This is an optimization exercise on Yosys and OpenROAD, whose aim is small area, a short achievable clock period and few clock cycles per item, not a production implementation.
Where RTL was checked, it was by simulation tests only, not by an equivalence proof against the original.
No activity file was given, so power comes from the tool's default toggle rates.

==> module cpu16_core, before the edit <==
module cpu16_core #(
  parameter logic [11:0] RESET_PC = 12'h000
) (
  input  logic        CLOCK_50,
  input  logic        reset,
  input  logic [15:0] inst,
  output logic [11:0] pc,
  output logic        retire,
  output logic        halted,
  input  logic [3:0]  dbg_sel,
  output logic [15:0] dbg_data
);
  logic [15:0] regs [1:15];
  logic [15:1] vld;            
  logic [15:0] hi;
  logic [7:0]  plo;
  logic        running;       
  logic        mul2;          
  logic [11:0] dpc;           
  logic        ev, ewen, ebr, emul1, emul2, ehalt, eadd, eslt;
  logic [3:0]  eop, erd;
  logic [15:0] ea, eb;
  wire [3:0] op = inst[15:12];
  wire [3:0] aaddr = (op == 4'hB) ? inst[11:8] : inst[7:4];
  wire [3:0] baddr = halted ? dbg_sel : inst[3:0];
  logic [15:0] rfa, rfb, res, sum;
  logic        sub, lt;
  always_comb begin
    rfa = '0;
    rfb = '0;
    for (int i = 1; i < 16; i++) begin
      if (aaddr == 4'(i) && vld[i]) rfa = regs[i];
      if (baddr == 4'(i) && vld[i]) rfb = regs[i];
    end
  end
  assign dbg_data = rfb;
  wire e_taken = ebr && ea == 16'd0;
  wire [3:0] rc = inst[11:8];
  wire d_bz = op == 4'hB && rc != 4'd0;
  wire d_bz_fold = (eadd || eslt) && erd == rc;
  wire add_zero = ((ea ^ eb) ^ {ea[14:0] | eb[14:0], 1'b0}) == 16'd0;
  wire d_bz_taken = d_bz && d_bz_fold && (eslt ? !lt : add_zero);
  wire d_ok = running && !e_taken;
  wire d_mul1 = op == 4'h9 && !mul2;
  wire [15:0] a_v = (ewen && erd == aaddr) ? res : rfa;
  wire [15:0] b_r = (ewen && erd == inst[3:0]) ? res : rfb;
  logic [15:0] b_v;
  always_comb begin
    case (op)
      4'h6, 4'h7, 4'hB: b_v = {8'd0, inst[7:0]};
      4'h9:             b_v = mul2 ? {b_r[7:0], b_r[15:8]} : b_r;
      4'h8:             b_v = {12'd0, inst[3:0]};
      4'hD:             b_v = {{8{inst[7]}}, inst[7:0]};
      default:          b_v = b_r;
    endcase
  end
  wire d_wen = (op <= 4'hA || op == 4'hD) && inst[11:8] != 4'd0 && !d_mul1;
  always_comb begin
    if (reset)                                 pc = RESET_PC;
    else if (e_taken)                          pc = {4'h0, eb[7:0]};
    else if (!running || op == 4'hF || d_mul1) pc = dpc;
    else if (op == 4'hC)                       pc = inst[11:0];
    else if (op == 4'hB && (rc == 4'd0 || d_bz_taken)) pc = {4'h0, inst[7:0]};
    else                                       pc = dpc + 12'd1;
  end
  wire [7:0]  mb = eb[7:0];    
  wire [15:0] macc = emul2 ? hi : 16'd0;
  wire [23:0] prod = ea * mb + {8'd0, macc};
  assign sub = eop == 4'h1 || eop == 4'h5;
  assign sum = ea + (sub ? ~eb : eb) + {15'd0, sub};
  assign lt = (ea[15] ^ eb[15]) ? ea[15] : sum[15];
  wire        shr = eop == 4'h7;
  logic [15:0] sh_in, sh, sh_rev;
  always_comb begin
    for (int i = 0; i < 16; i++) sh_in[i] = shr ? ea[15 - i] : ea[i];
    sh = sh_in << eb[3:0];
    for (int i = 0; i < 16; i++) sh_rev[i] = sh[15 - i];
  end
  always_comb begin
    case (eop)
      4'h0, 4'h1, 4'h8: res = sum;
      4'h2:       res = ea & eb;
      4'h3:       res = ea | eb;
      4'h4:       res = ea ^ eb;
      4'h5:       res = {15'd0, lt};
      4'h6:       res = sh;
      4'h7:       res = sh_rev;
      4'h9:       res = {prod[7:0], plo};
      4'hA:       res = hi;
      default:    res = eb;
    endcase
  end
  assign retire = ev;
  always_ff @(posedge CLOCK_50) begin
    if (reset) begin
      running <= 1'b1;
      mul2    <= 1'b0;
      dpc     <= RESET_PC;
      ev      <= 1'b0;
      ewen    <= 1'b0;
      ebr     <= 1'b0;
      eadd    <= 1'b0;
      eslt    <= 1'b0;
      emul1   <= 1'b0;
      emul2   <= 1'b0;
      ehalt   <= 1'b0;
      halted  <= 1'b0;
      hi      <= '0;
    end else begin
      dpc   <= pc;
      ev    <= d_ok && !d_mul1;
      ewen  <= d_ok && d_wen;
      ebr   <= d_ok && d_bz && !d_bz_fold;
      eadd  <= d_ok && d_wen && (op == 4'h0 || op == 4'h8);
      eslt  <= d_ok && d_wen && op == 4'h5;
      emul1 <= d_ok && d_mul1;
      emul2 <= d_ok && op == 4'h9 && mul2;
      ehalt <= d_ok && op == 4'hF;
      if (d_ok) mul2 <= d_mul1;
      if (d_ok && op == 4'hF) running <= 1'b0;
      if (emul1 || emul2) hi <= prod[23:8];
      if (ehalt) halted <= 1'b1;
    end
  end
  always_ff @(posedge CLOCK_50) begin
    eop <= op;
    erd <= inst[11:8];
    ea  <= a_v;
    eb  <= b_v;
    if (emul1) plo <= prod[7:0];
  end
  always_ff @(posedge CLOCK_50) begin
    for (int i = 1; i < 16; i++) begin
      if (ewen && erd == 4'(i)) regs[i] <= res;
      if (reset) vld[i] <= 1'b0;
      else if (ewen && erd == 4'(i)) vld[i] <= 1'b1;
    end
  end
endmodule
export LEC_CHECK = 0
export CAP_MARGIN = 20
export CORE_MARGIN = 2
export CORE_UTILIZATION = 40
export CTS_CLUSTER_DIAMETER = 80
export CTS_CLUSTER_SIZE = 25
export SETUP_SLACK_MARGIN = 3.9
export SLEW_MARGIN = 20
create_clock -name core_clock -period 10.0 [get_ports {CLOCK_50}]
run.sh (not shown) runs the stock make flow with config.mk's settings and CLKGATE_MAP_FILE= SYNTH_SCRIPT=/design/flow/synth_recipe.tcl, a recipe that flattens the netlist after the stock synthesis.
Edit:
--- a/flow/design.v
+++ b/flow/design.v
@@ -17,7 +17,7 @@
   logic        running;       
   logic        mul2;          
   logic [11:0] dpc;           
-  logic        ev, ewen, ebr, emul1, emul2, ehalt, eadd, eslt;
+  logic        ev, ewen, ebr, emul1, emul2, ehalt, eadd;
   logic [3:0]  eop, erd;
   logic [15:0] ea, eb;
   wire [3:0] op = inst[15:12];
@@ -37,9 +37,9 @@
   wire e_taken = ebr && ea == 16'd0;
   wire [3:0] rc = inst[11:8];
   wire d_bz = op == 4'hB && rc != 4'd0;
-  wire d_bz_fold = (eadd || eslt) && erd == rc;
+  wire d_bz_fold = eadd && erd == rc;
   wire add_zero = ((ea ^ eb) ^ {ea[14:0] | eb[14:0], 1'b0}) == 16'd0;
-  wire d_bz_taken = d_bz && d_bz_fold && (eslt ? !lt : add_zero);
+  wire d_bz_taken = d_bz && d_bz_fold && add_zero;
   wire d_ok = running && !e_taken;
   wire d_mul1 = op == 4'h9 && !mul2;
   wire [15:0] a_v = (ewen && erd == aaddr) ? res : rfa;
@@ -100,7 +100,6 @@
       ewen    <= 1'b0;
       ebr     <= 1'b0;
       eadd    <= 1'b0;
-      eslt    <= 1'b0;
       emul1   <= 1'b0;
       emul2   <= 1'b0;
       ehalt   <= 1'b0;
@@ -112,7 +111,6 @@
       ewen  <= d_ok && d_wen;
       ebr   <= d_ok && d_bz && !d_bz_fold;
       eadd  <= d_ok && d_wen && (op == 4'h0 || op == 4'h8);
-      eslt  <= d_ok && d_wen && op == 4'h5;
       emul1 <= d_ok && d_mul1;
       emul2 <= d_ok && op == 4'h9 && mul2;
       ehalt <= d_ok && op == 4'hF;
The changed run finished with timing, DRC and antenna clean.
Global-route usage grows by 1.2 points.
Routed wire length rose by 3.5%.
Sequential power is about the same.
Area after synthesis barely changes.
Design area came out lower by 1.8%.
Utilization decreases by 0.77 points.
Register-to-register slack improves by 750 ps.
Total power shrinks by 3.3%.
Testbench counts after the change, summed over its fixed seeds: cycles 12,139, instrs 10,943.
For the first run of this note, only the layout was checked, not whether the RTL still works.

## afterwards: timing with drivers on the ports
The results above use ideal ports. As a check the final layouts listed here were re-extracted and re-timed, cells and wires unchanged.
Step 1: set_driving_cell puts a clkbuf_16 on CLOCK_50 and a buf_2 on each other input, an assumption about the parent block.
Step 2 also shifts input and output timing later by t, the mid clock arrival at the registers, as if the neighbouring blocks saw the same clock.
Slacks: ideal / step 1 / step 2; pairs: ideal / step 1.
run | t, ns | setup WS [ns] | worst register clock-pin slew, ns | worst data-port slew with drivers (ns)
the first run | 0.661 | 3.510 / 3.450 / 3.285 | 0.11 / 0.11 | 0.06
the second run | 0.663 | 3.810 / 3.756 / 3.756 | 0.10 / 0.10 | 0.06
After both steps setup and hold are still met in every run listed. For the first run, which loses most, drivers alone change the setup slack by -0.060 ns; drivers and shift together by -0.225 ns.
